Source: an optimization exercise on an open RTL-to-GDS flow (aim: small area). Production flows keep margins and buffers that such runs may drop. Only simulation tests tie the RTL to the original design; equivalence was not proved. Power and IR drop assume default switching activity.

==> flow/design.v (excerpt) <==
module data_mem #(
  parameter int W = 8,
  parameter int A = 8
) (
  input  logic         clk,
  input  logic         reset,
  input  logic [A-1:0] DataAddress,
  input  logic         ReadMem,
  input  logic         WriteMem,
  input  logic [W-1:0] DataIn,
  output logic [W-1:0] DataOut
);
  localparam int DEPTH = 1 << A;
  logic [W-1:0] mem_core [DEPTH];
  logic         phase_m  [1];
  logic [DEPTH-1:0][W-1:0] q, d;
  for (genvar r = 0; r < DEPTH; r++) begin : g_q
    assign q[r] = mem_core[r];
  end
  logic phase;
  assign phase = phase_m[0];
  logic [DEPTH-1:0][A-1:0] row_idx;
  logic                    phase_idx;
  for (genvar r = 0; r < DEPTH; r++) begin : g_idx
    assign row_idx[r] = r;
  end
  assign phase_idx = 1'b0;
  always_ff @(posedge clk) begin
    if (phase) phase_m[phase_idx] <= 1'b0;
    else       phase_m[phase_idx] <= 1'b1;
  end
  logic we;
  assign we = WriteMem & ~reset;
  logic [15:0] lo, lo_n, hi, hiw_n;
  dm_predec u_pre (.addr(DataAddress), .we(we), .lo(lo), .lo_n(lo_n), .hi(hi),
                   .hiw_n(hiw_n));
  logic [DEPTH-1:0] seln, wr;
  for (genvar r = 0; r < DEPTH; r++) begin : g_dec
    dm_nand2 u_sel (.a(hi[r/16]), .b(lo[r%16]), .y(seln[r]));
    dm_nor2  u_wr  (.a(hiw_n[r/16]), .b(lo_n[r%16]), .y(wr[r]));
  end
  logic [W-1:0] wcol;
  assign wcol = (DataIn ^ {W{phase}}) | {W{~we}};
  for (genvar r = 0; r < DEPTH; r++) begin : g_row
    for (genvar b = 0; b < W; b++) begin : g_bit
      dm_oai22 u_st (.a1(q[r][b]), .a2(wr[r]), .b1(seln[r]), .b2(wcol[b]), .y(d[r][b]));
    end
  end
  always_ff @(posedge clk) begin
    for (int r = 0; r < DEPTH; r++) mem_core[row_idx[r]] <= d[r];
  end
  for (genvar b = 0; b < W; b++) begin : g_rd
    logic [127:0] pn;
    for (genvar g = 0; g < 128; g++) begin : g_pair
  ...
Size in the first run: roughly 2,000 flip-flops, ~28 I/O pins.
clock: 8.0 ns
lec_check: 0
cap_margin: 20
core_margin: 2
core_utilization: 40
cts_cluster_diameter: 80
cts_cluster_size: 24
gpl_timing_driven: 0
setup_slack_margin: 0.3
slew_margin: 20
synth_hierarchical: 1
run.sh (not shown) runs the stock make flow with config.mk's settings and CLKGATE_MAP_FILE= SYNTH_SCRIPT=/design/flow/synth_recipe.tcl, a recipe that flattens the netlist after the stock synthesis.
Rerun with:
Settings changed: CTS_CLUSTER_DIAMETER 80 to default, CTS_CLUSTER_SIZE 24 to default, GPL_TIMING_DRIVEN 0 to default.
Outcome:
- The changed run completed with no timing, DRC or antenna violations
- final area is higher by a few percent
- routed wire length is higher by a few percent
- combinational power is about the same
- worst setup slack gains 0.037 ns
Rerun with:
Settings changed: CAP_MARGIN 20 to 0, CORE_UTILIZATION 40 to 65, CTS_CLUSTER_DIAMETER from default to 80, CTS_CLUSTER_SIZE from default to 28, GPL_TIMING_DRIVEN from default to 0, SLEW_MARGIN 20 to 0.
What happened: The changed run completed with no timing, DRC or antenna violations. Routed wire length falls by 9.4%. Global-route usage went up by 13 points. Clock skew goes down by 0.014 ns. Synthesized area stays the same. Power came out lower by 22%. Final cell count decreases by 15%. Non-clock buffer count went down by 190. First-iteration DRC count is higher by 19%.

Starting RTL as in the previous note.
Settings: LEC_CHECK=0, CAP_MARGIN=20, CORE_MARGIN=2, CORE_UTILIZATION=65, CTS_CLUSTER_DIAMETER=80, CTS_CLUSTER_SIZE=24, GPL_TIMING_DRIVEN=0, SETUP_SLACK_MARGIN=0.3, SLEW_MARGIN=20, SYNTH_HIERARCHICAL=1; clock period 8.0 ns.
Rerun with:
- CAP_MARGIN: 20 -> 0
- CORE_UTILIZATION: 65 -> 70
- CTS_CLUSTER_SIZE: 24 -> 28
- SETUP_SLACK_MARGIN: 0.3 -> 0.35
- SLEW_MARGIN: 20 -> 0
The changed run passed the timing, design-rule and antenna checks; maximum frequency goes down slightly; via count climbs slightly; core utilization climbs by 5.5 points; sequential power barely changes; setup slack got worse by 0.040 ns; die area is lower by a little under a tenth.
Rerun with:
- CAP_MARGIN: 0 -> 20
- CORE_UTILIZATION: 70 -> 40
- CTS_CLUSTER_DIAMETER: 80 -> unset
- CTS_CLUSTER_SIZE: 28 -> unset
- GPL_TIMING_DRIVEN: 0 -> unset
- SETUP_SLACK_MARGIN: 0.35 -> unset
- SLEW_MARGIN: 0 -> 20
=> With this change the flow finished but failed the layout checks on negative setup slack; register-to-register slack loses 0.67 ns; design area went up by a little under a tenth; clock-buffer cell count went up by 212; routed wire length went up by roughly a tenth; synthesized area does not change; die area went up by well over a third; setup slack loses 0.25 ns; non-clock buffer count went up by 175; total power went up by a quarter to a third; synthesized cell count stays the same; core utilization went down by 30 points.

## re-timing with driven ports
The results above use ideal ports. As a check the final layouts listed here were re-extracted and re-timed, cells and wires unchanged.
Step 1 sets driving cells, clkbuf_16 on the clock port and buf_2 on the other inputs (assumed; they add their load-dependent delay and slew).
Step 2 adds t to the input delays and takes it off the output delays; t is the mean of the earliest and latest rising clock arrival at the registers after step 1. Input paths then give back, and output paths get back, about the clock's delay inside the block.
a / b / c = ideal / step 1 / step 2; a / b = the first two.
| run | t, ns | setup WS [ns] | hold WS [ns] | worst data-port slew with drivers (ns) | cell pins on the clock port's net |
|---|---|---|---|---|---|
| the first run of note 1 | 0.814 | 0.254 / 0.135 / 0.135 | 0.446 / 0.446 / 0.446 | 0.16 | 1 |
| the second run of note 1 | 0.904 | 0.291 / 0.241 / 0.241 | 0.442 / 0.442 / 0.442 | 0.15 | 1 |
| the third run of note 1 | 0.804 | 0.172 / 0.093 / 0.093 | 0.447 / 0.447 / 0.447 | 0.14 | 1 |
| the first run of note 2 | 0.785 | 0.231 / 0.161 / 0.161 | 0.446 / 0.446 / 0.446 | 0.15 | 1 |
| the second run of note 2 | 0.770 | 0.191 / 0.054 / 0.054 | 0.448 / 0.448 / 0.448 | 0.18 | 1 |
| the third run of note 2 | 0.910 | -0.055 / -0.078 / -0.078 | 0.441 / 0.441 / 0.441 | 0.17 | 1 |
The setup slack of the second run of note 2, which loses most, moves by -0.137 ns with the drivers and by -0.137 ns with both steps.
